From an optimization exercise on the open Yosys and OpenROAD flow, aimed at small area; shortcuts taken in it are not production practice. Function was checked by simulation only, so behaviour that the tests miss may differ from the original.

==> flow/design.v, too long to show whole: its modules and the start of the top module <==
// module operand_select: 35 lines
// module alu_adder: 883 lines
// module alu_core: 77 lines
// module alu_writeback: 54 lines
// module mult64_lo: 7078 lines
// module mult_pipeline: 55 lines
// module exec_stage: 122 lines
module exec_stage
(
  input  logic              clock,
  input  logic              rst_n,
  input  logic [XLEN-1:0]   alu_npc,
  input  logic [ILEN-1:0]   alu_ir,
  input  logic [XLEN-1:0]   alu_rega,
  input  logic [XLEN-1:0]   alu_regb,
  input  logic [PREG_W-1:0] alu_dest_reg_idx,
  input  logic [1:0]        alu_opa_select,
  input  logic [1:0]        alu_opb_select,
  input  logic [4:0]        alu_func,
  input  logic              alu_rd_mem,
  input  logic              alu_wr_mem,
  input  logic              alu_cond_branch,
  input  logic              alu_uncond_branch,
  input  logic              alu_valid,
  input  logic [XLEN-1:0]   mult_npc,
  input  logic [ILEN-1:0]   mult_ir,
  input  logic [XLEN-1:0]   mult_rega,
  input  logic [XLEN-1:0]   mult_regb,
  input  logic [PREG_W-1:0] mult_dest_reg_idx,
  input  logic [1:0]        mult_opa_select,
  input  logic [1:0]        mult_opb_select,
  input  logic              mult_valid,
  output logic [XLEN-1:0]   wb_alu_npc,
  output logic [XLEN-1:0]   wb_alu_result,
  output logic [XLEN-1:0]   wb_alu_branch_target,
  output logic              wb_alu_take_branch,
  output logic              wb_alu_rd_mem,
  output logic              wb_alu_wr_mem,
  output logic              wb_alu_valid,
  output logic [PREG_W-1:0] wb_alu_dest_reg_idx,
  output logic [XLEN-1:0]   wb_alu_store_data,
  output logic [XLEN-1:0]   wb_mult_npc,
  output logic [XLEN-1:0]   wb_mult_result,
  output logic              wb_mult_valid,
  output logic [PREG_W-1:0] wb_mult_dest_reg_idx
);
  // ...
==> flow/flow/run.sh <==
#!/bin/bash
# The standard layout (standard.sh) with three changes:
#  - Yosys's synth runs without its generic "abc -fast" step (SYNTH_ARGS=-noabc),
#    so the full adders written in the RTL reach extract_fa as written;
#  - the cell mapping uses flow/abc_area.script (area-oriented &nf mapping,
#    no ABC buffering or sizing; placement and repair do that);
#  - the port buffers are the smallest buffer cell, buf_1.
# Each tool's output is in orfs/logs/; the make output is in standard_flow.log.
set -euo pipefail
here=$(pwd)
rm -rf "$here/scripts_alt"
cp -r "$FLOW_HOME/scripts" "$here/scripts_alt"
cp "$here/flow/abc_area.script" "$here/scripts_alt/abc_area.script"
export SCRIPTS_DIR="$here/scripts_alt"
export SYNTH_ARGS="-noabc"
export BUFFER_PORTS_ARGS="-buffer_cell sky130_fd_sc_hd__buf_1"
bash standard.sh finish > standard_flow.log 2>&1
==> flow/flow/abc_area.script <==
&get -n
&st
&dch
&nf -a -R 1000
&put
topo
stime -c
==> flow/standard.sh <==
#!/bin/bash
# synth_recipe.tcl (not shown) runs the flow's synth.tcl, then flattens the netlist and writes it again
# the make line also repeats each setting of config.mk as NAME=value (left out here)
make -C /OpenROAD-flow-scripts/flow DESIGN_CONFIG=/design/flow/config.mk WORK_HOME=/design/flow/orfs CLKGATE_MAP_FILE= SYNTH_SCRIPT=/design/flow/synth_recipe.tcl "${@:-finish}"
==> flow/config.mk <==
export PLATFORM = sky130hd
export DESIGN_NAME = exec_stage
export DESIGN_NICKNAME = exec_stage
export VERILOG_FILES = /design/flow/design.v
export SDC_FILE = /design/flow/constraint.sdc
export NUM_CORES = 4
export LEC_CHECK = 0
export ABC_AREA = 1
export CAP_MARGIN = 20
export CORE_MARGIN = 2
export CORE_UTILIZATION = 50
export SLEW_MARGIN = 20
==> flow/constraint.sdc <==
create_clock -name core_clock -period 12.5 [get_ports {clock}]
set_input_delay 2.5000 -clock core_clock [delete_from_list [all_inputs] [get_ports {clock}]]
set_output_delay 2.5000 -clock core_clock [all_outputs]
set_load 0.01 [all_outputs]
==> reports/results.tsv, run 1 <==
stage	metric	value	unit
logic_synthesis	synth_top_area_cell	fa_1	
worst_hold_path	min_path_cells	0	
floorplan	rows	129	
logic_synthesis	synth_edf_count	0	
worst_setup_path	rr_endpoint	mult0.prod_q[1][24]	
logic_synthesis	async_flop_share	0.741	%
logic_synthesis	synthTopCellsByArea	fa_1 (31%), dfxtp_1 (17%), o22ai_1 (12%)	
global_route	top_usage_layer	met2	
floorplan	die_area	0.127	mm²
logic_synthesis	synthSimpleGateAreaFrac	5.86	%
sta	setup_violations	0	
worst_setup_path	crit_family	compound AO/OA/AOI/OAI gates	
logic_synthesis	synth_top_cell_area_share	31.1	%
detailed_routing	drt_first_pass_iters	13	
outcome	status	complete, no violations	
global_route	grt_use_met1	60.6	%
cells_and_area	clock_area_share	2.47	%
clock_network	htree_levels	2	
worst_hold_path	hp-class	flop to flop	
cells_and_area	design.seq.count	540	
job	maxCapViolCount	0	
cells_and_area	multiInputGateArea	0.0516	mm²
sta	max_freq	82.1	MHz
sta	fin_worst_skew	67.1	ps
floorplan	io_pins	882	
cells_and_area	fin_area	0.0737	mm²
sta	setup_ws	319	ps
detailed_routing	drtAntennaViolNets	0	
==> run 2, diff against run 1 <==
==> flow/flow/run.sh (replaced) <==
#!/bin/bash
# The standard layout (standard.sh) with these changes:
#  - Yosys's synth runs without its generic "abc -fast" step (SYNTH_ARGS=-noabc),
#    so the full adders written in the RTL reach extract_fa as written;
#  - the cell mapping uses flow/abc_area.script (area-oriented &nf mapping,
#    no ABC buffering or sizing; placement and repair do that);
#  - the port buffers are the smallest buffer cell, buf_1;
#  - the floorplan step only removes synthesis buffers (REMOVE_ABC_BUFFERS)
#    instead of sizing up with wire-load estimates.
# Each tool's output is in orfs/logs/; the make output is in standard_flow.log.
set -euo pipefail
here=$(pwd)
rm -rf "$here/scripts_alt"
cp -r "$FLOW_HOME/scripts" "$here/scripts_alt"
cp "$here/flow/abc_area.script" "$here/scripts_alt/abc_area.script"
export SCRIPTS_DIR="$here/scripts_alt"
export SYNTH_ARGS="-noabc"
export REMOVE_ABC_BUFFERS=1
export BUFFER_PORTS_ARGS="-buffer_cell sky130_fd_sc_hd__buf_1"
bash standard.sh finish > standard_flow.log 2>&1
==> reports/results.tsv, run 2 <==
stage	metric	value	unit	change
sta	fin_crit_sh	97.5	%	was 97.4%
logic_synthesis	synthCells	6023		unchanged
worst_setup_path	crit_path_top_delay_cell	fa_1		was a222oi_1
worst_setup_path	cp_slowest_stage_delay	430	ps	was 400 ps
clock_network	path_clk_slew	70	ps	was 60 ps
global_route	grt_pass1_vias	62200		was 61600
logic_synthesis	ys_seq_area_share	17.5	%	unchanged
global_route	grt_max_degree	104		was 72
floorplan	io_pins	882		unchanged
floorplan	die_h	356	µm	unchanged
logic_synthesis	synth_flop_cell	dfxtp_1		unchanged
logic_synthesis	syn_area	0.0620	mm²	unchanged
global_route	track_usage	49.4	%	was 48.7%
cells_and_area	syn2layout_area_growth	18.4	%	was 18.8%
detailed_routing	first_iter_violations	10100		was 9611
clock_network	clock_sinks	540		unchanged
clock_network	cts_tree	done		unchanged
cells_and_area	mostFrequentLayoutCells	o22ai_1 (1182), fa_1 (964), buf_1 (859)		was o22ai_1 (1182), fa_1 (952), buf_1 (858)
worst_setup_path	crit_fanout	10		was 12
worst_setup_path	critPathLaunchType	primary input		unchanged
placement	dpl_cell_area	0.0714	mm²	was 0.0717 mm²
logic_synthesis	yosysMostFrequentCell	o22ai_1		unchanged
sta	hold_violations	0		unchanged
cells_and_area	final_common_cell	o22ai_1		unchanged
floorplan	start_util	50.3	%	unchanged
sta	fin_tns_setup	0	ps	unchanged
detailed_routing	post_drt_via_cell_ratio	7.01		was 7.02
logic_synthesis	synth_top_cell_area_share	31.1	%	unchanged
cells_and_area	drive_gt1_share	9.79	%	was 9.49%
worst_setup_path	worstPathRequired	10000	ps	about the same
sta	hold_ws	285	ps	was 270 ps
detailed_routing	wirelength	318000	µm	was 314000 µm
worst_setup_path	crit_family	simple AND/OR/NAND/NOR gates		was compound AO/OA/AOI/OAI gates
placement	gp_congestion	1.03		was 1.05
sta	min_period	12180	ps	about the same
global_route	grt_overflow_total	0		unchanged
detailed_routing	num_vias	62900		was 62700
job	maxCapViolCount	0		unchanged
worst_setup_path	critical_path_arrival	9680	ps	about the same
worst_setup_path	crit_buf_inv	7		was 6
logic_synthesis	async_flop_share	0.741	%	unchanged
clock_network	htree_levels	2		unchanged
detailed_routing	drc_errors	0		unchanged
detailed_routing	routedWlPerCell	35.5	µm	was 35.2 µm
logic_synthesis	synth_edf_count	0		unchanged
worst_setup_path	end_kind	primary output		unchanged
detailed_routing	drtAntennaViolNets	0		unchanged
global_route	grt_pass1_wl	452000	µm	was 449000 µm
logic_synthesis	synth_top_area_cell	fa_1		unchanged
placement	place_ws	-66.0	ps	was -25.1 ps
worst_setup_path	path_class	primary input to primary output		unchanged
cells_and_area	layout.nets	8900		was 8872
floorplan	core_area	0.123	mm²	unchanged
placement	numPortBuffers	862		unchanged
cells_and_area	fillerInstances	10800		about the same
sta	tightest_slew	1200	ps	was 1230 ps
floorplan	die_area	0.127	mm²	unchanged
sta	max_freq	82.1	MHz	about the same
sta	fin_worst_skew	54.7	ps	was 67.1 ps
clock_network	cts_made_buffers	55		unchanged
logic_synthesis	ys_seq_elements	540		unchanged
logic_synthesis	syn_area_per_cell	10.3	µm²	unchanged
logic_synthesis	synth_common_cells	o22ai_1 (1182), fa_1 (964), xnor2_1 (737), xor2_1 (537), dfxtp_1 (536)		unchanged
worst_hold_path	hp-class	flop to flop		unchanged
global_route	antenna_found_initial	30		was 20
cells_and_area	reg_top3	mult0.npc_q: 256 flops, mult0.prod_q: 256 flops, mult0.dest_q: 24 flops		unchanged
detailed_routing	drt_first_pass_iters	10		was 13
worst_setup_path	cp_common_cell	nand3_1		
outcome	status	complete, no violations		unchanged
clock_network	cts_root_buf	clkbuf_16		unchanged
sta	setup_ws	317	ps	was 319 ps
clock_network	hold_buffers	0		unchanged
logic_synthesis	synthTopCellsByArea	fa_1 (31%), dfxtp_1 (17%), o22ai_1 (12%)		unchanged
logic_synthesis	synth_warnings	9		unchanged
placement	hpwlAfterDp	245000	µm	was 237000 µm
sta	relSlewSlack	19.7	%	was 16.9%
sta	drv_slew	0		unchanged
sta	rsz0062_at_grt	false		
cells_and_area	fin_area	0.0735	mm²	was 0.0737 mm²
clock_network	clk_latency	710	ps	was 700 ps
floorplan	rows	129		unchanged
sta	setup_violations	0		unchanged
clock_network	clockBufferDepth	3		unchanged
floorplan	chipWidth	356	µm	unchanged
logic_synthesis	synthDistinctLibCells	50		unchanged
[run 2: cell count changes in the layout (fill, tap and decap cells not counted), moves of 4 or more]
cell      previous run  this run
buf_4              369       429
clkbuf_1            14         6
fa_2                12         0
clkinv_2            11        15
fa_1               952       964
buf_12              54        23
[run 2: path summary, 6_finish.rpt]
check                                     from                   to  slack (ps)  depth (start not counted)
max reg2reg                 mult0.npc_q[1][41]   mult0.npc_q[2][41]       11500                          0
min reg2reg                mult0.prod_q[2][15]  mult0.prod_q[3][15]         290                          0
min                        mult0.prod_q[2][15]  mult0.prod_q[3][15]         290                          0
max                          alu_opb_select[0]    wb_alu_result[61]         320                         43
max in group asynchronous                rst_n     mult0.valid_q[0]       10710                          1
min in group asynchronous                rst_n     mult0.valid_q[3]        1610                          1
[run 2: cell families (layout without fill, tap and decap cells)]
group	after synthesis	count (layout)	share of synthesized area, %
AOI/OAI and AO/OA	2019	2019	21.4
xor gates and xnor gates	1274	1274	18.0
adders and majority gates	1152	1152	34.9
and+or+nand+nor	820	820	5.86
DFF	540	540	17.5
buffers and inverters	187	1478	1.91
muxes	31	31	0.500
other	0	11	0
[run 2: final cells by class]
cell class	instances	area (µm²)	share of cell area [%]
multi-input cells	5296	51500	70.1
flip-flops and latches	540	10800	14.7
well taps	1637	2050	2.79
repair buffers	1316	6950	9.46
clock buffers	71	1540	2.09
inverters	58	219	0.298
diodes	11	27.5	0.0375
clock inverters	33	374	0.509
[run 2: per-stage QoR]
step	cells	utilization, %
after floorplan	5894	-
after global placement	8843	57.9
after detailed placement	8843	57.9
after CTS	8947	59.4
after global routing	8953	59.5
final	8962	59.6
[run 2: metal layers]
metal,share of wire [%],vias up,GRT usage (%)
li1,-,25000,-
met1,35,30900,59.7
met5,0.080,-,0.259
met2,42,5388,72.9
met3,14,1472,19.4
met4,8.9,40,33.1
[run 2: timing repair]
item                                    CTS  global route
gates resized for setup                   1            25
setup buffers                             0             2
pin swaps                                 4            13
endpoints found under the setup margin    1            25
==> run 3, diff against run 2 <==
--- a/flow/config.mk
+++ b/flow/config.mk
@@ -9,4 +9,4 @@
 export CAP_MARGIN = 20
 export CORE_MARGIN = 2
-export CORE_UTILIZATION = 50
+export CORE_UTILIZATION = 60
 export SLEW_MARGIN = 20
==> reports/results.tsv, run 3 <==
stage	metric	value	unit	change
outcome	status	stopped before the end		was complete, no violations
outcome	haltStage	global routing		
outcome	stop_error	[ERROR GRT-0232] Routing congestion too high. Check the congestion heatmap in the GUI.		
logic_synthesis	synth_edf_count	0		unchanged
logic_synthesis	synth_top_area_cell	fa_1		unchanged
logic_synthesis	ys_seq_area_share	17.5	%	unchanged
logic_synthesis	synth_common_cells	o22ai_1 (1182), fa_1 (964), xnor2_1 (737), xor2_1 (537), dfxtp_1 (536)		unchanged
sta	postGrtWorstEndpoint	mult0.prod_q[0][63]$_DFF_P_/D		
logic_synthesis	synthTopCellsByArea	fa_1 (31%), dfxtp_1 (17%), o22ai_1 (12%)		unchanged
logic_synthesis	synthDistinctLibCells	50		unchanged
floorplan	die_h	326	µm	was 356 µm
logic_synthesis	synth_flop_cell	dfxtp_1		unchanged
floorplan	chipWidth	326	µm	was 356 µm
placement	numPortBuffers	862		unchanged
logic_synthesis	yosysMostFrequentCell	o22ai_1		unchanged
placement	hpwlAfterDp	254000	µm	was 245000 µm
clock_network	cts_root_buf	clkbuf_16		unchanged
logic_synthesis	synth_warnings	9		unchanged
logic_synthesis	syn_area_per_cell	10.3	µm²	unchanged
floorplan	rows	117		was 129
clock_network	cts_made_buffers	53		was 55
logic_synthesis	synth_compound_area_share	21.4	%	unchanged
logic_synthesis	async_flop_share	0.741	%	unchanged
floorplan	io_pins	882		unchanged
logic_synthesis	synth_mux_area_share	0.500	%	unchanged
clock_network	postCtsSetupBuffers	0		unchanged
logic_synthesis	ys_seq_elements	540		unchanged
logic_synthesis	synthAdderAreaFrac	34.9	%	unchanged
sta	worst-ep-kind	register data pin		
logic_synthesis	synth_top_cell_area_share	31.1	%	unchanged
global_route	grt_max_degree	70		
placement	gp_congestion	1.14		was 1.03
clock_network	clockBufferDepth	3		unchanged
clock_network	clock_sinks	540		unchanged
placement	dp.cells	8594		was 8843
logic_synthesis	syn_area	0.0620	mm²	unchanged
clock_network	htree_levels	2		unchanged
logic_synthesis	synth_xor_area_share	18.0	%	unchanged
logic_synthesis	synthCells	6023		unchanged
logic_synthesis	synth_top_family_by_area	adder cells		unchanged
floorplan	start_util	60.7	%	was 50.3%
placement	dpl_cell_area	0.0715	mm²	was 0.0714 mm²
logic_synthesis	synthSimpleGateAreaFrac	5.86	%	unchanged
==> run 3: how the worst max path moves through the flow <==
stage	start	endpoint	cells past startpoint
after floorplan	mult_opb_select[0]	mult0.prod_q[0][63]	34
after global placement	mult_opb_select[1]	mult0.prod_q[0][63]	42
after detailed placement	mult_opb_select[0]	mult0.prod_q[0][63]	33
after CTS	mult_opb_select[1]	mult0.prod_q[0][63]	34
==> run 3: metrics by stage <==
step / setup TNS [ps] / worst slack (ps)
after CTS: 0 / 28.8
after detailed placement: -444 / -444
after global placement: -68.5 / -68.5
after floorplan: -502320 / -8900
==> run 3: kinds of logic after synthesis <==
| family | Yosys count |
|---|---|
| compound gates | 2019 |
| fa+ha+maj | 1152 |
| mux | 31 |
| buf+inv | 187 |
| xor+xnor | 1274 |
| flops | 540 |
| simple gates | 820 |
==> run 3: timing repair <==
| item | CTS |
|---|---|
| hold buffers | 0 |
| gates resized for setup | 3 |
| endpoints found under the setup margin | 3 |
| cloned | 0 |
==> run 4, diff against run 3 <==
--- a/flow/config.mk
+++ b/flow/config.mk
@@ -9,4 +9,6 @@
 export CAP_MARGIN = 20
 export CORE_MARGIN = 2
-export CORE_UTILIZATION = 60
+export CORE_UTILIZATION = 55
+export CTS_CLUSTER_DIAMETER = 100
+export CTS_CLUSTER_SIZE = 30
 export SLEW_MARGIN = 20
==> reports/results.tsv, run 4 <==
stage	metric	value	unit	change
global_route	grt_pass1_wl	455000	µm	
sta	setup_violations	0		
worst_setup_path	critical_path_arrival	12800	ps	
detailed_routing	num_vias	64500		
worst_hold_path	hold_path_startpoint	mult0.prod_q[1][32]		
floorplan	die_area	0.115	mm²	
global_route	antenna_found_initial	22		
logic_synthesis	synthTopCellsByArea	fa_1 (31%), dfxtp_1 (17%), o22ai_1 (12%)		unchanged
sta	fin_worst_skew	29.3	ps	
global_route	grt_max_degree	75		
worst_setup_path	end_kind	flop		
cells_and_area	mostFrequentLayoutCells	o22ai_1 (1182), fa_1 (964), buf_1 (858)		
detailed_routing	first_iter_violations	11300		
logic_synthesis	ys_seq_elements	540		unchanged
clock_network	cts_root_buf	clkbuf_16		unchanged
placement	numPortBuffers	862		unchanged
cells_and_area	drive_gt1_share	8.69	%	
worst_setup_path	path_class	primary input to flop		
logic_synthesis	synthDistinctLibCells	50		unchanged
logic_synthesis	synthCells	6023		unchanged
detailed_routing	drtAntennaViolNets	0		
sta	fin_crit_sh	97.7	%	
placement	hpwlAfterDp	248000	µm	was 254000 µm
sta	hold_violations	0		
cells_and_area	final_common_cell	o22ai_1		
floorplan	io_pins	882		unchanged
detailed_routing	wirelength	322000	µm	
logic_synthesis	ys_seq_area_share	17.5	%	unchanged
worst_setup_path	crit_fanout	18		
placement	gp_congestion	1.08		was 1.14
job	maxCapViolCount	0		
worst_setup_path	cp_slowest_stage_delay	910	ps	
logic_synthesis	syn_area	0.0620	mm²	unchanged
detailed_routing	drc_errors	0		
floorplan	rows	123		was 117
clock_network	path_clk_slew	110	ps	
floorplan	start_util	55.3	%	was 60.7%
logic_synthesis	synth_warnings	9		unchanged
worst_setup_path	crit_path_start	mult_opb_select[1]		
logic_synthesis	synth_edf_count	0		unchanged
cells_and_area	reg_top3	mult0.npc_q: 256 flops, mult0.prod_q: 256 flops, mult0.dest_q: 24 flops		
placement	dp.cells	8688		was 8594
global_route	grt_overflow_total	0		
detailed_routing	routedWlPerCell	36.9	µm	
logic_synthesis	syn_area_per_cell	10.3	µm²	unchanged
worst_setup_path	crit_path_top_delay_cell	xnor2_2		
clock_network	cts_made_buffers	24		was 53
sta	max_freq	81.9	MHz	
global_route	track_usage	54.3	%	
sta	drv_slew	0		
floorplan	die_h	340	µm	was 326 µm
sta	tightest_slew	1190	ps	
cells_and_area	syn2layout_area_growth	16.3	%	
detailed_routing	post_drt_via_cell_ratio	7.38		
worst_setup_path	cp_common_cell	fa_1		
logic_synthesis	synth_common_cells	o22ai_1 (1182), fa_1 (964), xnor2_1 (737), xor2_1 (537), dfxtp_1 (536)		unchanged
logic_synthesis	synth_flop_cell	dfxtp_1		unchanged
clock_network	htree_levels	1		was 2
cells_and_area	stdcell_count	8737		
sta	relSlewSlack	20.6	%	
floorplan	core_area	0.112	mm²	
clock_network	clockBufferDepth	3		unchanged
global_route	grt_pass1_vias	63300		
logic_synthesis	synth_top_cell_area_share	31.1	%	unchanged
outcome	status	complete, no violations		was stopped before the end
worst_setup_path	critPathLaunchType	primary input		
worst_setup_path	r2r_setup_slack	11570	ps	
clock_network	clk_latency	670	ps	
clock_network	cts_tree	done		
worst_hold_path	hp-class	flop to flop		
floorplan	chipWidth	340	µm	was 326 µm
cells_and_area	layout.nets	8853		
logic_synthesis	yosysMostFrequentCell	o22ai_1		unchanged
logic_synthesis	async_flop_share	0.741	%	unchanged
sta	min_period	12210	ps	
worst_setup_path	worstPathRequired	13090	ps	
clock_network	clock_sinks	540		unchanged
detailed_routing	drt_first_pass_iters	17		
clock_network	hold_buffers	0		unchanged
logic_synthesis	synth_top_area_cell	fa_1		unchanged
worst_setup_path	reg2reg_from	mult0.npc_q[1][23]		
-- run 4: cell counts after synthesis --
No cell type changed its count.
-- run 4: critical path, delay by kind of cell --
family	cells	cell delay, ps
xor+xnor	7	1970
buf+inv	7	1460
compound gates	12	2590
simple gates	5	830
fa+ha+maj	7	3360
-- run 4: cell families after synthesis --
family / Yosys count / synth area share, %
compound gates: 2019 / 21.4
xor+xnor: 1274 / 18.0
fa+ha+maj: 1152 / 34.9
simple gates: 820 / 5.86
flops: 540 / 17.5
buf+inv: 187 / 1.91
mux: 31 / 0.500
-- run 4: path summary, 6_finish.rpt --
path / endpoint / depth (start not counted)
min in group asynchronous: mult0.valid_q[3] / 1
worst max-delay path: mult0.prod_q[0][63] / 38
worst min-delay path: mult0.prod_q[2][32] / 0
max in group asynchronous: mult0.valid_q[1] / 1
worst min register to register: mult0.prod_q[2][32] / 0
worst max register to register: mult0.npc_q[2][23] / 0
-- run 4: cell type report --
cell class | instances | area [µm²]
diodes | 10 | 25.0
inverters | 58 | 219
clock inverters | 6 | 131
flip-flops and latches | 540 | 10800
well taps | 1500 | 1880
clock buffers | 27 | 622
fillers | 9127 | 40100
multi-input cells | 5296 | 51500
repair buffers | 1300 | 6950
-- run 4: metrics by stage --
step / setup slack (ps) / utilization, % / area [µm²] / hold WS (ps) / TNS (ps)
final: 293 / 64.3 / 72100 / 303 / 0
after CTS: 116 / 64.2 / 72000 / 308 / 0
after global routing: -4.86 / 64.3 / 72100 / 307 / -4.86
after global placement: -127 / 63.5 / 71200 / 310 / -127
after floorplan: -8900 / - / 61100 / 310 / -502320
after detailed placement: -299 / 63.5 / 71200 / 312 / -299
-- run 4: metal layers --
| layer | global-route usage (%) | vias to the layer above | wire, µm |
|---|---|---|---|
| li1 | - | 24900 | - |
| met2 | 76.6 | 6508 | 130000 |
| met4 | 40.0 | 32 | 33600 |
| met1 | 63.0 | 30900 | 104000 |
| met3 | 27.6 | 2116 | 54500 |
| met5 | 0.858 | - | 428 |
-- run 4: timing repair --
action | in CTS | in global routing
setup buffers | 0 | 5
endpoints found under the setup margin | 0 | 25
gates resized for setup | 0 | 19
==> run 5, diff against run 4 <==
--- a/flow/config.mk
+++ b/flow/config.mk
@@ -9,5 +9,5 @@
 export CAP_MARGIN = 20
 export CORE_MARGIN = 2
-export CORE_UTILIZATION = 55
+export CORE_UTILIZATION = 50
 export CTS_CLUSTER_DIAMETER = 100
 export CTS_CLUSTER_SIZE = 30
==> reports/results.tsv, run 5 <==
stage	metric	value	unit	change
outcome	status	complete, no violations		unchanged
worst_hold_path	worstHoldEndpoint	mult0.prod_q[3][12]		was mult0.prod_q[2][32]
logic_synthesis	synthTopCellsByArea	fa_1 (31%), dfxtp_1 (17%), o22ai_1 (12%)		unchanged
worst_setup_path	critPathLaunchType	primary input		unchanged
cells_and_area	syn2layout_area_growth	16.7	%	was 16.3%
cells_and_area	stdcell_count	8896		was 8737
detailed_routing	post_drt_via_cell_ratio	7.02		was 7.38
clock_network	clock_sinks	540		unchanged
logic_synthesis	ys_seq_area_share	17.5	%	unchanged
detailed_routing	routedWlPerCell	35.6	µm	was 36.9 µm
sta	hold_violations	0		unchanged
detailed_routing	num_vias	62400		was 64500
logic_synthesis	synth_edf_count	0		unchanged
detailed_routing	drtAntennaViolNets	0		unchanged
cells_and_area	reg_top3	mult0.npc_q: 256 flops, mult0.prod_q: 256 flops, mult0.dest_q: 24 flops		unchanged
worst_setup_path	critical_path_arrival	9720	ps	was 12800 ps
logic_synthesis	yosysMostFrequentCell	o22ai_1		unchanged
logic_synthesis	synth_flop_cell	dfxtp_1		unchanged
clock_network	cts_tree	done		unchanged
cells_and_area	layout.nets	8870		was 8853
worst_setup_path	cp_common_cell	nand3_1		was fa_1
clock_network	hold_buffers	0		unchanged
worst_setup_path	reg2reg_from	mult0.npc_q[1][41]		was mult0.npc_q[1][23]
sta	drv_slew	0		unchanged
global_route	grt_pass1_vias	61800		was 63300
placement	place_ws	-66.0	ps	was -299 ps
sta	tightest_slew	1310	ps	was 1190 ps
worst_setup_path	r2r_setup_slack	11560	ps	was 11570 ps
placement	dp.cells	8843		was 8688
logic_synthesis	synthDistinctLibCells	50		unchanged
job	maxCapViolCount	0		unchanged
cells_and_area	final_common_cell	o22ai_1		unchanged
logic_synthesis	synthCells	6023		unchanged
floorplan	start_util	50.3	%	was 55.3%
clock_network	cts_made_buffers	25		was 24
sta	max_freq	81.9	MHz	about the same
sta	rsz0062_at_grt	false		
clock_network	path_clk_slew	110	ps	about the same
detailed_routing	wirelength	317000	µm	was 322000 µm
sta	setup_violations	0		unchanged
logic_synthesis	synth_warnings	9		unchanged
logic_synthesis	synth_top_area_cell	fa_1		unchanged
sta	fin_crit_sh	97.7	%	about the same
logic_synthesis	synth_common_cells	o22ai_1 (1182), fa_1 (964), xnor2_1 (737), xor2_1 (537), dfxtp_1 (536)		unchanged
detailed_routing	first_iter_violations	9839		was 11300
clock_network	clk_latency	680	ps	was 670 ps
worst_hold_path	min_path_cells	0		unchanged
clock_network	htree_levels	1		unchanged
placement	gp_congestion	1.03		was 1.08
placement	hpwlAfterDp	245000	µm	was 248000 µm
clock_network	clockBufferDepth	3		unchanged
floorplan	rows	129		was 123
global_route	grt_max_degree	104		was 75
worst_setup_path	crit_path_top_delay_cell	fa_1		was xnor2_2
sta	min_period	12220	ps	was 12210 ps
worst_setup_path	worstPathRequired	10000	ps	was 13090 ps
floorplan	die_h	356	µm	was 340 µm
worst_setup_path	path_class	primary input to primary output		was primary input to flop
worst_setup_path	crit_fanout	10		was 18
sta	fin_tns_setup	0	ps	unchanged
global_route	grt_overflow_total	0		unchanged
worst_setup_path	rr_endpoint	mult0.npc_q[2][41]		was mult0.npc_q[2][23]
floorplan	io_pins	882		unchanged
sta	setup_ws	283	ps	was 293 ps
logic_synthesis	syn_area_per_cell	10.3	µm²	unchanged
floorplan	core_area	0.123	mm²	was 0.112 mm²
detailed_routing	drc_errors	0		unchanged
worst_setup_path	end_kind	primary output		was flop
logic_synthesis	ys_seq_elements	540		unchanged
floorplan	chipWidth	356	µm	was 340 µm
cells_and_area	mostFrequentLayoutCells	o22ai_1 (1182), fa_1 (964), buf_1 (861)		was o22ai_1 (1182), fa_1 (964), buf_1 (858)
global_route	grt_pass1_wl	450000	µm	was 455000 µm
worst_hold_path	hold_path_startpoint	mult0.prod_q[2][12]		was mult0.prod_q[1][32]
sta	fin_worst_skew	37.6	ps	was 29.3 ps
detailed_routing	drt_first_pass_iters	8		was 17
clock_network	cts_root_buf	clkbuf_16		unchanged
floorplan	die_area	0.127	mm²	was 0.115 mm²
logic_synthesis	syn_area	0.0620	mm²	unchanged
worst_hold_path	hp-class	flop to flop		unchanged
worst_setup_path	ff2ff_path_depth	0		unchanged
placement	numPortBuffers	862		unchanged
sta	relSlewSlack	12.4	%	was 20.6%
global_route	track_usage	49.2	%	was 54.3%
logic_synthesis	synth_top_cell_area_share	31.1	%	unchanged
cells_and_area	drive_gt1_share	8.98	%	was 8.69%
worst_setup_path	cp_slowest_stage_delay	430	ps	was 910 ps
global_route	antenna_found_initial	31		was 22
logic_synthesis	async_flop_share	0.741	%	unchanged
-- run 5: cells by family after synthesis --
| logic type | synth area share [%] |
|---|---|
| AO/OA/AOI/OAI | 21.4 |
| buffers and inverters | 1.91 |
| adder cells (fa/ha/maj) | 34.9 |
| flip-flops | 17.5 |
| multiplexers | 0.500 |
| XOR/XNOR | 18.0 |
| AND/OR/NAND/NOR | 5.86 |
-- run 5: how the worst max path moves through the flow --
stage / startpoint / to / slack (ps)
after global routing: alu_opb_select[0] / wb_alu_result[61] / 20
after floorplan: mult_opb_select[0] / mult0.prod_q[0][63] / -8900
after CTS: alu_opb_select[0] / wb_alu_result[61] / 4
after global placement: mult_opb_select[1] / mult0.prod_q[0][63] / -8
after detailed placement: mult_opb_select[1] / mult0.prod_q[0][63] / -70
final: alu_opb_select[0] / wb_alu_result[61] / 280
-- run 5: what timing repair did --
item,in CTS,in global routing
gates resized for setup,1,26
endpoints found under the setup margin,1,16
buffers inserted,0,2
endpoints found under the hold margin,0,0
pin swaps,4,10
-- run 5: critical path, delay by kind of cell --
family / cells / cell delay, ps
XOR/XNOR: 1 / 80
buffers and inverters: 7 / 1200
adder cells (fa/ha/maj): 2 / 760
AND/OR/NAND/NOR: 23 / 2830
AO/OA/AOI/OAI: 10 / 2350
-- run 5: metrics by stage --
stage | utilization (%) | hold WS (ps) | instance area [µm²]
2_1_floorplan | - | 310 | 61100
3_3_place_gp | 57.9 | 309 | 71400
3_5_place_dp | 57.9 | 312 | 71400
4_1_cts | 58.6 | 303 | 72200
5_1_grt | 58.7 | 307 | 72400
6_report | 58.7 | 312 | 72400
-- run 5: metal layers --
metal  up-vias  part of all wire [%]  GRT usage (%)
li1      24900                     -              -
met4        48                   8.7           32.6
met5         -                  0.10         0.0741
met3      1394                    14           19.4
met2      5181                    42           72.3
met1     30900                    35           59.6
-- run 5: layout make-up --
| class | count | area [µm²] |
|---|---|---|
| antenna | 12 | 30.0 |
| clock buffer | 27 | 633 |
| clock inverter | 10 | 188 |
| fill | 11000 | 50900 |
| inverter | 58 | 219 |
| multi-input combinational | 5296 | 51500 |
| sequential | 540 | 10800 |
| tap | 1637 | 2050 |
| timing repair buffer | 1316 | 6950 |
==> run 6, diff against run 5 <==
--- a/flow/config.mk
+++ b/flow/config.mk
@@ -12,3 +12,4 @@
 export CTS_CLUSTER_DIAMETER = 100
 export CTS_CLUSTER_SIZE = 30
+export GPL_ROUTABILITY_DRIVEN = 0
 export SLEW_MARGIN = 20
==> reports/results.tsv, run 6 <==
stage	metric	value	unit	change
placement	numPortBuffers	862		unchanged
sta	fin_tns_setup	0	ps	unchanged
sta	setup_ws	335	ps	was 283 ps
worst_setup_path	worstPathRequired	10000	ps	about the same
worst_setup_path	end_kind	primary output		unchanged
detailed_routing	first_iter_violations	9741		was 9839
logic_synthesis	synth_flop_cell	dfxtp_1		unchanged
cells_and_area	fin_area	0.0722	mm²	was 0.0724 mm²
floorplan	io_pins	882		unchanged
logic_synthesis	ys_seq_area_share	17.5	%	unchanged
placement	place_ws	-258	ps	was -66.0 ps
detailed_routing	routedWlPerCell	34.6	µm	was 35.6 µm
logic_synthesis	synthDistinctLibCells	50		unchanged
clock_network	cts_root_buf	clkbuf_16		unchanged
floorplan	die_h	356	µm	unchanged
logic_synthesis	synth_edf_count	0		unchanged
cells_and_area	syn2layout_area_growth	16.4	%	was 16.7%
worst_setup_path	cp_common_cell	nand2_1		was nand3_1
cells_and_area	layout.nets	8844		was 8870
logic_synthesis	synth_top_area_cell	fa_1		unchanged
cells_and_area	reg_top3	mult0.npc_q: 256 flops, mult0.prod_q: 256 flops, mult0.dest_q: 24 flops		unchanged
detailed_routing	drt_first_pass_iters	13		was 8
job	maxCapViolCount	0		unchanged
clock_network	cts_made_buffers	25		unchanged
logic_synthesis	syn_area	0.0620	mm²	unchanged
worst_setup_path	critPathLaunchType	primary input		unchanged
global_route	grt_use_met1	58.2	%	was 59.6%
global_route	grt_overflow_total	0		unchanged
clock_network	path_clk_slew	120	ps	was 110 ps
sta	rsz0062_at_grt	true		was false
sta	setup_violations	0		unchanged
logic_synthesis	async_flop_share	0.741	%	unchanged
logic_synthesis	synth_warnings	9		unchanged
detailed_routing	drc_errors	0		unchanged
cells_and_area	fin_util	58.5	%	was 58.7%
floorplan	core_area	0.123	mm²	unchanged
sta	relSlewSlack	9.88	%	was 12.4%
floorplan	chipWidth	356	µm	unchanged
sta	min_period	12170	ps	was 12220 ps
logic_synthesis	synthCells	6023		unchanged
global_route	grt_max_degree	104		unchanged
cells_and_area	mostFrequentLayoutCells	o22ai_1 (1182), fa_1 (964), buf_1 (860)		was o22ai_1 (1182), fa_1 (964), buf_1 (861)
global_route	grt_pass1_vias	61100		was 61800
sta	drv_slew	0		unchanged
detailed_routing	num_vias	62900		was 62400
global_route	grt_pass1_wl	437000	µm	was 450000 µm
global_route	use_met3	19.7	%	was 19.4%
logic_synthesis	syn_area_per_cell	10.3	µm²	unchanged
sta	fin_worst_skew	41.6	ps	was 37.6 ps
worst_setup_path	crit_buf_inv	5		was 7
clock_network	clock_sinks	540		unchanged
global_route	grtUsageMet2	68.1	%	was 72.3%
sta	max_freq	82.2	MHz	was 81.9 MHz
cells_and_area	fillerInstances	11000		about the same
worst_setup_path	crit_family	compound AO/OA/AOI/OAI gates		was simple AND/OR/NAND/NOR gates
worst_hold_path	hp-class	flop to flop		unchanged
detailed_routing	drtAntennaViolNets	0		unchanged
cells_and_area	final_common_cell	o22ai_1		unchanged
sta	fin_crit_sh	97.3	%	was 97.7%
worst_setup_path	crit_fanout	7		was 10
logic_synthesis	synthTopCellsByArea	fa_1 (31%), dfxtp_1 (17%), o22ai_1 (12%)		unchanged
detailed_routing	post_drt_via_cell_ratio	7.08		was 7.02
global_route	top_usage_layer	met2		unchanged
floorplan	rows	129		unchanged
worst_setup_path	path_class	primary input to primary output		unchanged
sta	hold_violations	0		unchanged
clock_network	clockBufferDepth	3		unchanged
logic_synthesis	synth_common_cells	o22ai_1 (1182), fa_1 (964), xnor2_1 (737), xor2_1 (537), dfxtp_1 (536)		unchanged
placement	dpl_cell_area	0.0712	mm²	was 0.0714 mm²
clock_network	hold_buffers	0		unchanged
sta	tightest_slew	1340	ps	was 1310 ps
placement	hpwlAfterDp	235000	µm	was 245000 µm
cells_and_area	drive_gt1_share	8.53	%	was 8.98%
clock_network	clk_latency	680	ps	about the same
worst_setup_path	cp_slowest_stage_delay	470	ps	was 430 ps
worst_setup_path	crit_path_top_delay_cell	fa_1		unchanged
logic_synthesis	yosysMostFrequentCell	o22ai_1		unchanged
floorplan	die_area	0.127	mm²	unchanged
floorplan	start_util	50.3	%	unchanged
worst_setup_path	critical_path_arrival	9670	ps	was 9720 ps
clock_network	cts_tree	done		unchanged
outcome	status	complete, no violations		unchanged
logic_synthesis	synth_top_cell_area_share	31.1	%	unchanged
global_route	antenna_found_initial	28		was 31
logic_synthesis	ys_seq_elements	540		unchanged
detailed_routing	wirelength	307000	µm	was 317000 µm
global_route	track_usage	47.3	%	was 49.2%
clock_network	htree_levels	1		unchanged
run 6: cell counts after synthesis:
No cell type changed its count.
run 6: metrics by stage:
| step | instances | hold WS [ps] |
|---|---|---|
| final | 8877 | 294 |
| after CTS | 8857 | 303 |
| after detailed placement | 8819 | 312 |
| after floorplan | 5894 | 310 |
| after global routing | 8860 | 300 |
| after global placement | 8818 | 310 |
run 6: layout make-up:
type	count	area [µm²]	share of cell area (%)
Multi-Input combinational cell	5296	51500	71.3
Inverter	58	219	0.303
Antenna cell	18	45.0	0.0624
Sequential cell	540	10800	15.0
Timing Repair Buffer	1290	6730	9.33
Clock buffer	28	647	0.896
Tap cell	1637	2050	2.84
Clock inverter	10	185	0.257
run 6: repair_timing:
action | 4_1_cts | 5_1_grt
setup buffers | 0 | 1
endpoints found under the setup margin | 0 | 23
endpoints found under the hold margin | 0 | 0
gates resized for setup | 0 | 16
run 6: worst paths after layout:
| check | start | to | slack, ps | depth (start not counted) |
|---|---|---|---|---|
| max in group asynchronous | rst_n | mult0.valid_q[0] | 10680 | 1 |
| max | alu_opb_select[0] | wb_alu_result[63] | 330 | 43 |
| max reg2reg | mult0.npc_q[1][37] | mult0.npc_q[2][37] | 11540 | 0 |
| min reg2reg | mult0.prod_q[2][14] | mult0.prod_q[3][14] | 290 | 0 |
| min in group asynchronous | rst_n | mult0.valid_q[2] | 1630 | 1 |
| min | mult0.prod_q[2][14] | mult0.prod_q[3][14] | 290 | 0 |
run 6: metal layers:
| layer | vias to the layer above | part of all wire (%) | routed length, µm |
|---|---|---|---|
| met3 | 1495 | 16 | 47800 |
| met1 | 30800 | 34 | 105000 |
| met5 | - | 0.095 | 292 |
| met4 | 40 | 8.8 | 26900 |
| li1 | 24900 | - | - |
| met2 | 5611 | 41 | 127000 |
run 6: cell families after synthesis:
logic type / synth area share, %
buffers and inverters: 1.91
AND/OR/NAND/NOR: 5.86
multiplexers: 0.500
XOR/XNOR: 18.0
AO/OA/AOI/OAI: 21.4
flip-flops: 17.5
adder cells (fa/ha/maj): 34.9
==> module alu_core, before the edit <==
module alu_core
(
  input  logic [XLEN-1:0]   ops_opa,
  input  logic [XLEN-1:0]   ops_opb,
  input  logic [XLEN-1:0]   ops_npc,
  input  logic [PREG_W-1:0] ops_dest_reg_idx,
  input  logic              ops_valid,
  input  exec_pkg::alu_func_t       func,
  output logic [XLEN-1:0] result
);
  localparam int SHAMT_W = $clog2(XLEN);
  logic              sub;
  logic [XLEN-1:0]   bx;
  logic [XLEN-1:0]   sum;
  logic              cout;
  logic [XLEN-1:0]   gen, prop;
  logic [XLEN-1:0]   x_and, x_or, x_xor;
  logic              lt_signed, lt_unsigned, equal;
  logic              sll, fill;
  logic [XLEN-1:0]   sh_in;
  logic [XLEN-1:0]   sh_lvl [4];
  logic [XLEN-1:0]   shr, shl;
  logic [SHAMT_W-1:0] shamt;
  assign sub = func[0] | func[3];
  assign bx  = ops_opb ^ {XLEN{sub}};
  alu_adder add0 (
    .opa  (ops_opa),
    .bx   (bx),
    .sub  (sub),
    .sum  (sum),
    .gen  (gen),
    .prop (prop),
    .cout (cout)
  );
  assign x_and = gen;
  assign x_or  = gen | prop;
  assign x_xor = prop;
  assign equal       = &prop;
  assign lt_unsigned = ~cout;
  assign lt_signed   = (ops_opa[XLEN-1] ^ ops_opb[XLEN-1]) ? ops_opa[XLEN-1] : sum[XLEN-1];
  assign shamt = ops_opb[SHAMT_W-1:0];
  assign sll   = (func == ALU_SLL);
  assign fill  = (func == ALU_SRA) & ops_opa[XLEN-1];
  for (genvar i = 0; i < XLEN; i++) begin : g_rev
    assign sh_in[i] = sll ? ops_opa[XLEN-1-i] : ops_opa[i];
    assign shl[i]   = shr[XLEN-1-i];
  end
  logic [3:0]       dsel [3];
  assign sh_lvl[0] = sh_in;
  for (genvar l = 0; l < 3; l++) begin : g_sh
    localparam int K = 1 << (2 * l);
    logic [1:0] sa;
    logic [XLEN-1:0] src, r1, r2, r3;
    assign sa = shamt[2*l+1:2*l];
    assign dsel[l] = {sa == 2'd3, sa == 2'd2, sa == 2'd1, sa == 2'd0};
    assign src = sh_lvl[l];
    assign r1 = {{K{fill}}, src[XLEN-1:K]};
    assign r2 = {{(2*K){fill}}, src[XLEN-1:2*K]};
    assign r3 = {{(3*K){fill}}, src[XLEN-1:3*K]};
    assign sh_lvl[l+1] = ({XLEN{dsel[l][0]}} & src) | ({XLEN{dsel[l][1]}} & r1) |
                         ({XLEN{dsel[l][2]}} & r2) | ({XLEN{dsel[l][3]}} & r3);
  end
  assign shr = sh_lvl[3];
  logic e_sum, e_gen, e_prop, e_shr, e_shl, e_bad;
  logic cmp_bit;
  assign e_sum  = (func == ALU_ADDQ) | (func == ALU_SUBQ);
  assign e_gen  = (func == ALU_AND) | (func == ALU_BIS);
  assign e_prop = (func == ALU_BIS) | (func == ALU_XOR);
  assign e_shr  = (func == ALU_SRL) | (func == ALU_SRA);
  assign e_shl  = (func == ALU_SLL);
  assign e_bad  = ~(e_sum | e_gen | e_prop | e_shr | e_shl | (func[4:2] == 3'b011));
  assign cmp_bit = ((func == ALU_CMPEQ) & equal) | ((func == ALU_CMPLT) & lt_signed) |
                   ((func == ALU_CMPLE) & (lt_signed | equal)) | ((func == ALU_CMPULT) & lt_unsigned);
  assign result = ({XLEN{e_sum}} & sum) | ({XLEN{e_gen}} & gen) | ({XLEN{e_prop}} & prop) |
                  ({XLEN{e_shr}} & shr) | ({XLEN{e_shl}} & shl) | ({XLEN{e_bad}} & OPB_POISON) |
                  {{(XLEN-1){1'b0}}, cmp_bit};
endmodule
==> module alu_writeback, before the edit <==
module alu_writeback
(
  input  logic [XLEN-1:0]   ops_opa,
  input  logic [XLEN-1:0]   ops_opb,
  input  logic [XLEN-1:0]   ops_npc,
  input  logic [PREG_W-1:0] ops_dest_reg_idx,
  input  logic              ops_valid,
  input  exec_pkg::inst_word_t        ir,
  input  logic [XLEN-1:0]   rega,
  input  logic [XLEN-1:0]   raw_result,
  input  logic              rd_mem,
  input  logic              wr_mem,
  input  logic              cond_branch,
  input  logic              uncond_branch,
  output logic [XLEN-1:0]   result,
  output logic [XLEN-1:0]   branch_target,
  output logic [XLEN-1:0]   store_data,
  output logic              take_branch,
  output logic              mem_read,
  output logic              mem_write,
  output logic [PREG_W-1:0] dest_reg_idx
);
  exec_pkg::br_cond_t cond;
  logic     rega_zero;
  logic     rega_neg;
  logic     cond_true;
  assign cond      = exec_pkg::br_cond_t'(ir.br.opcode[2:0]);
  assign rega_zero = (rega == '0);
  assign rega_neg  = rega[XLEN-1];
  always_comb
  begin
    cond_true = 1'b0;
    case (cond)
      BR_LBC: cond_true = ~rega[0];
      BR_EQ:  cond_true = rega_zero;
      BR_LT:  cond_true = rega_neg;
      BR_LE:  cond_true = rega_neg | rega_zero;
      BR_LBS: cond_true = rega[0];
      BR_NE:  cond_true = ~rega_zero;
      BR_GE:  cond_true = ~rega_neg;
      BR_GT:  cond_true = ~rega_neg & ~rega_zero;
    endcase
  end
  assign take_branch = ops_valid & (uncond_branch | (cond_branch & cond_true));
  logic sel_raw, sel_npc;
  assign sel_raw = ops_valid & ~uncond_branch;
  assign sel_npc = ops_valid & uncond_branch;
  assign result        = ({XLEN{sel_raw}} & raw_result) | ({XLEN{sel_npc}} & ops_npc);
  assign branch_target = {XLEN{ops_valid}} & raw_result;    
  assign mem_read  = ops_valid & rd_mem;
  assign mem_write = ops_valid & wr_mem;
  assign dest_reg_idx = (rd_mem | wr_mem) ? ZERO_REG : ops_dest_reg_idx;
  assign store_data   = rega;
endmodule
==> run 7, diff against run 6 <==
--- a/flow/design.v
+++ b/flow/design.v
@@ -1061,12 +1061,19 @@
   logic e_sum, e_gen, e_prop, e_shr, e_shl, e_bad;
   logic cmp_bit;
-  assign e_sum  = (func == ALU_ADDQ) | (func == ALU_SUBQ);
-  assign e_gen  = (func == ALU_AND) | (func == ALU_BIS);
-  assign e_prop = (func == ALU_BIS) | (func == ALU_XOR);
-  assign e_shr  = (func == ALU_SRL) | (func == ALU_SRA);
-  assign e_shl  = (func == ALU_SLL);
-  assign e_bad  = ~(e_sum | e_gen | e_prop | e_shr | e_shl | (func[4:2] == 3'b011));
-  assign cmp_bit = ((func == ALU_CMPEQ) & equal) | ((func == ALU_CMPLT) & lt_signed) |
-                   ((func == ALU_CMPLE) & (lt_signed | equal)) | ((func == ALU_CMPULT) & lt_unsigned);
+  logic f_sum, f_gen, f_prop, f_shr, f_shl;
+  assign f_sum  = (func == ALU_ADDQ) | (func == ALU_SUBQ);
+  assign f_gen  = (func == ALU_AND) | (func == ALU_BIS);
+  assign f_prop = (func == ALU_BIS) | (func == ALU_XOR);
+  assign f_shr  = (func == ALU_SRL) | (func == ALU_SRA);
+  assign f_shl  = (func == ALU_SLL);
+  assign e_sum  = ops_valid & f_sum;
+  assign e_gen  = ops_valid & f_gen;
+  assign e_prop = ops_valid & f_prop;
+  assign e_shr  = ops_valid & f_shr;
+  assign e_shl  = ops_valid & f_shl;
+  assign e_bad  = ops_valid & ~(f_sum | f_gen | f_prop | f_shr | f_shl | (func[4:2] == 3'b011));
+  assign cmp_bit = ops_valid &
+                   (((func == ALU_CMPEQ) & equal) | ((func == ALU_CMPLT) & lt_signed) |
+                    ((func == ALU_CMPLE) & (lt_signed | equal)) | ((func == ALU_CMPULT) & lt_unsigned));
   assign result = ({XLEN{e_sum}} & sum) | ({XLEN{e_gen}} & gen) | ({XLEN{e_prop}} & prop) |
                   ({XLEN{e_shr}} & shr) | ({XLEN{e_shl}} & shl) | ({XLEN{e_bad}} & OPB_POISON) |
@@ -1119,9 +1126,6 @@
   end
   assign take_branch = ops_valid & (uncond_branch | (cond_branch & cond_true));
-  logic sel_raw, sel_npc;
-  assign sel_raw = ops_valid & ~uncond_branch;
-  assign sel_npc = ops_valid & uncond_branch;
-  assign result        = ({XLEN{sel_raw}} & raw_result) | ({XLEN{sel_npc}} & ops_npc);
-  assign branch_target = {XLEN{ops_valid}} & raw_result;    
+  assign result        = uncond_branch ? ({XLEN{ops_valid}} & ops_npc) : raw_result;
+  assign branch_target = raw_result;    
   assign mem_read  = ops_valid & rd_mem;
   assign mem_write = ops_valid & wr_mem;
--- a/flow/config.mk
+++ b/flow/config.mk
@@ -12,4 +12,3 @@
 export CTS_CLUSTER_DIAMETER = 100
 export CTS_CLUSTER_SIZE = 30
-export GPL_ROUTABILITY_DRIVEN = 0
 export SLEW_MARGIN = 20
==> reports/results.tsv, run 7 <==
stage	metric	value	unit	change
outcome	status	complete, no violations		unchanged
logic_synthesis	syn_area	0.0617	mm²	was 0.0620 mm²
detailed_routing	post_drt_via_cell_ratio	7.10		was 7.08
logic_synthesis	synth_top_family_by_area	adder cells		unchanged
sta	setup_ws	230	ps	was 335 ps
cells_and_area	mostFrequentLayoutCells	o22ai_1 (1196), fa_1 (964), buf_1 (857)		was o22ai_1 (1182), fa_1 (964), buf_1 (860)
logic_synthesis	synthCells	5965		was 6023
detailed_routing	drt_first_pass_iters	9		was 13
detailed_routing	routedWlPerCell	36.4	µm	was 34.6 µm
worst_setup_path	ff2ff_path_depth	0		unchanged
sta	fin_tns_setup	0	ps	unchanged
cells_and_area	fin_util	59.9	%	was 58.5%
worst_setup_path	cp_slowest_stage_delay	460	ps	was 470 ps
cells_and_area	drive_gt1_share	10.7	%	was 8.53%
worst_setup_path	crit_path_top_delay_cell	a222oi_1		was fa_1
worst_setup_path	worstPathRequired	10000	ps	about the same
global_route	track_usage	50.4	%	was 47.3%
worst_setup_path	crit_buf_inv	8		was 5
sta	fin_worst_skew	37.2	ps	was 41.6 ps
cells_and_area	layout.nets	8913		was 8844
placement	place_ws	-409	ps	was -258 ps
logic_synthesis	synth_warnings	9		unchanged
sta	relSlewSlack	9.30	%	was 9.88%
logic_synthesis	yosysMostFrequentCell	o22ai_1		unchanged
clock_network	clock_sinks	540		unchanged
job	maxCapViolCount	0		unchanged
placement	hpwlAfterDp	252000	µm	was 235000 µm
logic_synthesis	async_flop_share	0.741	%	unchanged
floorplan	io_pins	882		unchanged
logic_synthesis	synth_compound_area_share	21.7	%	was 21.4%
detailed_routing	num_vias	63300		was 62900
worst_setup_path	reg2reg_from	mult0.npc_q[1][25]		was mult0.npc_q[1][37]
detailed_routing	drc_errors	0		unchanged
logic_synthesis	synth_flop_cell	dfxtp_1		unchanged
detailed_routing	wirelength	325000	µm	was 307000 µm
floorplan	die_h	355	µm	was 356 µm
clock_network	cts_made_buffers	24		was 25
sta	drv_slew	0		unchanged
worst_setup_path	cp_common_cell	nand3_1		was nand2_1
logic_synthesis	synth_edf_count	0		unchanged
detailed_routing	drtAntennaViolNets	0		unchanged
worst_setup_path	critPathLaunchType	primary input		unchanged
sta	fin_crit_sh	98.2	%	was 97.3%
floorplan	start_util	50.6	%	was 50.3%
floorplan	core_area	0.122	mm²	was 0.123 mm²
detailed_routing	first_iter_violations	9635		was 9741
clock_network	htree_levels	1		unchanged
clock_network	cts_tree	done		unchanged
logic_synthesis	ys_seq_area_share	17.6	%	was 17.5%
sta	hold_violations	0		unchanged
logic_synthesis	syn_area_per_cell	10.3	µm²	about the same
global_route	grt_pass1_wl	458000	µm	was 437000 µm
cells_and_area	reg_top3	mult0.npc_q: 256 flops, mult0.prod_q: 256 flops, mult0.dest_q: 24 flops		unchanged
worst_hold_path	hold_path_startpoint	mult0.prod_q[0][23]		was mult0.prod_q[2][14]
logic_synthesis	synthDistinctLibCells	55		was 50
logic_synthesis	synth_xor_area_share	18.1	%	was 18.0%
global_route	grt_max_degree	66		was 104
cells_and_area	final_common_cell	o22ai_1		unchanged
worst_hold_path	min_path_cells	0		unchanged
clock_network	cts_root_buf	clkbuf_16		unchanged
logic_synthesis	synth_mux_area_share	0.292	%	was 0.500%
worst_hold_path	hp-class	flop to flop		unchanged
placement	gp_congestion	1.09		
clock_network	path_clk_slew	110	ps	was 120 ps
logic_synthesis	synthSimpleGateAreaFrac	5.30	%	was 5.86%
logic_synthesis	ys_seq_elements	540		unchanged
logic_synthesis	synth_top_area_cell	fa_1		unchanged
sta	min_period	12270	ps	was 12170 ps
placement	numPortBuffers	862		unchanged
sta	tightest_slew	1350	ps	was 1340 ps
clock_network	hold_buffers	0		unchanged
logic_synthesis	synthTopCellsByArea	fa_1 (31%), dfxtp_1 (17%), o22ai_1 (12%)		unchanged
sta	max_freq	81.5	MHz	was 82.2 MHz
floorplan	rows	128		was 129
global_route	antenna_found_initial	29		was 28
global_route	grt_pass1_vias	62300		was 61100
worst_setup_path	path_class	primary input to primary output		unchanged
floorplan	chipWidth	355	µm	was 356 µm
logic_synthesis	synthAdderAreaFrac	35.1	%	was 34.9%
worst_setup_path	end_kind	primary output		unchanged
floorplan	die_area	0.126	mm²	was 0.127 mm²
worst_setup_path	crit_path_start	alu_opb_select[0]		unchanged
cells_and_area	syn2layout_area_growth	18.5	%	was 16.4%
global_route	grt_overflow_total	0		unchanged
worst_setup_path	critical_path_arrival	9770	ps	was 9670 ps
worst_setup_path	crit_family	simple AND/OR/NAND/NOR gates		was compound AO/OA/AOI/OAI gates
sta	setup_violations	0		unchanged
worst_setup_path	crit_fanout	5		was 7
worst_setup_path	cp.depth	44		was 43
logic_synthesis	synth_top_cell_area_share	31.3	%	was 31.1%
logic_synthesis	synth_common_cells	o22ai_1 (1196), fa_1 (964), xnor2_1 (725), xor2_1 (548), dfxtp_1 (536)		was o22ai_1 (1182), fa_1 (964), xnor2_1 (737), xor2_1 (537), dfxtp_1 (536)
clock_network	clockBufferDepth	3		unchanged
clock_network	clk_latency	670	ps	was 680 ps
sta	hold_ws	297	ps	was 294 ps
-- run 7: stage by stage --
stage / std cells / cell area (µm²)
5_1_grt: 8915 / 73100
2_1_floorplan: 5836 / 60700
4_1_cts: 8901 / 72900
3_5_place_dp: 8867 / 72100
6_report: 8924 / 73100
3_3_place_gp: 8866 / 72000
-- run 7: final cells by class --
type	count	area, µm²
Antenna cell	12	30.0
Clock buffer	26	628
Clock inverter	7	130
Fill cell	10700	48900
Inverter	69	260
Multi-Input combinational cell	5227	51300
Sequential cell	540	10800
Tap cell	1625	2030
Timing Repair Buffer	1418	7920
-- run 7: logic make-up (layout without fill, tap and decap cells) --
| kind of cell | after synthesis | after routing |
|---|---|---|
| DFF | 540 | 540 |
| buffers and inverters | 198 | 1520 |
| AOI/OAI and AO/OA | 2034 | 2034 |
| adders and majority gates | 1153 | 1153 |
| xor gates and xnor gates | 1273 | 1273 |
| muxes | 18 | 18 |
| and+or+nand+nor | 749 | 749 |
| other | 0 | 12 |
-- run 7: final timing paths --
check,to,slack [ps]
setup reg to reg,mult0.npc_q[2][25],11560
setup / recovery,wb_alu_result[0],230
hold reg to reg,mult0.prod_q[1][23],300
max in group asynchronous,mult0.valid_q[3],10620
hold / removal,mult0.prod_q[1][23],300
min in group asynchronous,mult0.valid_q[0],1670
-- run 7: layer usage --
| layer | wire length (µm) | global-route usage [%] | vias to the layer above |
|---|---|---|---|
| met5 | 200 | 0 | - |
| met1 | 110000 | 60.2 | 31200 |
| li1 | - | - | 25000 |
| met3 | 47100 | 19.9 | 1591 |
| met2 | 136000 | 73.5 | 5599 |
| met4 | 31600 | 37.4 | 28 |
-- run 7: repair_timing --
action,CTS,global route
pin swaps,2,15
endpoints found under the setup margin,11,15
gates resized for setup,9,27
setup buffers,1,8
==> run 8, diff against run 7 <==
--- a/flow/config.mk
+++ b/flow/config.mk
@@ -12,3 +12,4 @@
 export CTS_CLUSTER_DIAMETER = 100
 export CTS_CLUSTER_SIZE = 30
+export GPL_ROUTABILITY_DRIVEN = 0
 export SLEW_MARGIN = 20
==> reports/results.tsv, run 8 <==
stage	metric	value	unit	change
floorplan	core_area	0.122	mm²	unchanged
sta	rsz0062_at_grt	false		
worst_setup_path	crit_family	compound AO/OA/AOI/OAI gates		was simple AND/OR/NAND/NOR gates
logic_synthesis	synthTopCellsByArea	fa_1 (31%), dfxtp_1 (17%), o22ai_1 (12%)		unchanged
global_route	grt_pass1_vias	61000		was 62300
cells_and_area	fillerInstances	10800		was 10700
detailed_routing	post_drt_via_cell_ratio	7.11		was 7.10
detailed_routing	num_vias	63100		was 63300
global_route	grt_max_degree	65		was 66
detailed_routing	drtAntennaViolNets	0		unchanged
logic_synthesis	synthSimpleGateAreaFrac	5.30	%	unchanged
logic_synthesis	synth_mux_area_share	0.292	%	unchanged
worst_setup_path	crit_fanout	5		unchanged
logic_synthesis	syn_area_per_cell	10.3	µm²	unchanged
clock_network	clockBufferDepth	3		unchanged
worst_setup_path	cp_slowest_stage_delay	430	ps	was 460 ps
clock_network	path_clk_slew	110	ps	about the same
worst_setup_path	end_kind	primary output		unchanged
floorplan	die_h	355	µm	unchanged
logic_synthesis	synth_compound_area_share	21.7	%	unchanged
logic_synthesis	synth_warnings	9		unchanged
floorplan	rows	128		unchanged
detailed_routing	wirelength	311000	µm	was 325000 µm
placement	place_ws	-714	ps	was -409 ps
detailed_routing	first_iter_violations	11200		was 9635
cells_and_area	drive_gt1_share	9.66	%	was 10.7%
worst_setup_path	critical_path_arrival	9680	ps	was 9770 ps
clock_network	clock_sinks	540		unchanged
logic_synthesis	synth_top_cell_area_share	31.3	%	unchanged
cells_and_area	reg_top3	mult0.npc_q: 256 flops, mult0.prod_q: 256 flops, mult0.dest_q: 24 flops		unchanged
worst_setup_path	crit_path_start	alu_opb_select[1]		was alu_opb_select[0]
worst_setup_path	worstPathRequired	10000	ps	about the same
global_route	grt_pass1_wl	441000	µm	was 458000 µm
outcome	status	complete, no violations		unchanged
placement	hpwlAfterDp	238000	µm	was 252000 µm
detailed_routing	drt_first_pass_iters	13		was 9
worst_hold_path	hp-class	flop to flop		unchanged
logic_synthesis	yosysMostFrequentCell	o22ai_1		unchanged
sta	fin_crit_sh	97.5	%	was 98.2%
sta	setup_ws	315	ps	was 230 ps
floorplan	chipWidth	355	µm	unchanged
clock_network	clk_latency	670	ps	about the same
sta	fin_worst_skew	35.9	ps	was 37.2 ps
worst_hold_path	hold_path_startpoint	mult0.prod_q[0][61]		was mult0.prod_q[0][23]
worst_setup_path	reg2reg_from	mult0.npc_q[1][25]		unchanged
job	maxCapViolCount	0		unchanged
sta	max_freq	82.1	MHz	was 81.5 MHz
logic_synthesis	synthDistinctLibCells	55		unchanged
logic_synthesis	synth_top_area_cell	fa_1		unchanged
logic_synthesis	syn_area	0.0617	mm²	unchanged
cells_and_area	final_common_cell	o22ai_1		unchanged
worst_setup_path	crit_path_top_delay_cell	fa_1		was a222oi_1
logic_synthesis	synth_flop_cell	dfxtp_1		unchanged
worst_setup_path	critPathLaunchType	primary input		unchanged
cells_and_area	fin_util	59.4	%	was 59.9%
sta	hold_violations	0		unchanged
clock_network	cts_root_buf	clkbuf_16		unchanged
logic_synthesis	ys_seq_elements	540		unchanged
clock_network	htree_levels	1		unchanged
sta	hold_ws	300	ps	was 297 ps
logic_synthesis	synthAdderAreaFrac	35.1	%	unchanged
logic_synthesis	synth_edf_count	0		unchanged
detailed_routing	drc_errors	0		unchanged
global_route	grt_overflow_total	0		unchanged
cells_and_area	layout.nets	8859		was 8913
-- run 8: cell counts after synthesis --
No cell type changed its count.
-- run 8: stage by stage --
step / area, µm² / cells
after global routing: 72400 / 8856
after global placement: 71400 / 8804
after CTS: 72100 / 8833
final: 72500 / 8870
after detailed placement: 71400 / 8806
after floorplan: 60700 / 5836
-- run 8: layout make-up --
| type | count | area, µm² | area share, % |
|---|---|---|---|
| clock buffer | 23 | 554 | 0.765 |
| antenna | 16 | 40.0 | 0.0552 |
| clock inverter | 4 | 66.3 | 0.0915 |
| inverter | 69 | 260 | 0.359 |
| multi-input combinational | 5228 | 51300 | 70.7 |
| sequential | 540 | 10800 | 14.9 |
| tap | 1625 | 2030 | 2.81 |
| timing repair buffer | 1365 | 7430 | 10.3 |
-- run 8: cells by family (layout without fill, tap and decap cells) --
| group | after synthesis | count (layout) |
|---|---|---|
| AO/OA/AOI/OAI | 2034 | 2035 |
| XOR/XNOR | 1273 | 1273 |
| adder cells (fa/ha/maj) | 1153 | 1153 |
| AND/OR/NAND/NOR | 749 | 749 |
| flip-flops | 540 | 540 |
| buffers and inverters | 198 | 1461 |
| multiplexers | 18 | 18 |
| other | 0 | 16 |
-- run 8: worst paths after layout --
path | to | slack [ps] | cells past startpoint
min reg2reg | mult0.prod_q[1][61] | 300 | 0
max reg2reg | mult0.npc_q[2][25] | 11530 | 0
max | wb_alu_result[59] | 320 | 42
min | mult0.prod_q[1][61] | 300 | 0
max in group asynchronous | mult0.valid_q[2] | 10700 | 1
min in group asynchronous | mult0.valid_q[0] | 1620 | 1
-- run 8: per-layer routing --
layer | track usage [%] | up-vias | share of wire, %
met5 | 0.491 | - | 0.082
met4 | 33.0 | 30 | 9.5
met3 | 19.7 | 1530 | 16
met2 | 69.3 | 5719 | 41
met1 | 58.6 | 30900 | 34
li1 | - | 24800 | -
-- run 8: what timing repair did --
item                                    in CTS  in global routing
hold buffers                                 0                  0
setup buffers                                0                 20
pin swaps                                    0                  7
hold endpoints to repair                     0                  0
resized for setup                           10                 26
gates cloned                                 0                  1
endpoints found under the setup margin      13                 13

## port drivers added, routing unchanged
The flow's constraints put no driver on any port. The routed layouts listed below were extracted and timed again, unchanged, in two steps.
Step 1 (the two cells are an assumption about what drives the block):
set clk [get_ports {clock}]
set_driving_cell -lib_cell sky130_fd_sc_hd__clkbuf_16 $clk
set_driving_cell -lib_cell sky130_fd_sc_hd__buf_2 [delete_from_list [all_inputs] $clk]
Step 2, shift: input delay + t, output delay - t, t = (earliest + latest rising clock arrival at the registers) / 2. This alone moves slack from input paths to output paths.
Three values: ideal ports, drivers, drivers and shift; two values: the first two.
run	t (ns)	setup slack, ns	hold slack, ns	worst setup path after step 2
run 1	0.748	0.319 / 0.280 / -0.182	0.270 / 0.270 / 0.270	input to register
run 2	0.772	0.317 / 0.286 / -0.172	0.285 / 0.285 / 0.285	input to register
run 4	0.734	0.293 / 0.312 / -0.422	0.303 / 0.303 / 0.303	input to register
run 5	0.755	0.283 / 0.254 / -0.107	0.312 / 0.312 / 0.312	input to register
run 6	0.747	0.335 / 0.305 / -0.305	0.294 / 0.294 / 0.294	input to register
run 7	0.734	0.230 / 0.190 / -0.409	0.297 / 0.297 / 0.297	input to register
run 8	0.736	0.315 / 0.268 / -0.345	0.300 / 0.300 / 0.300	input to register
Met with ideal ports but missed after step 2: setup timing in every run listed. The setup slack of run 4, which loses most, moves by +0.019 ns with the drivers and by -0.715 ns with both steps.
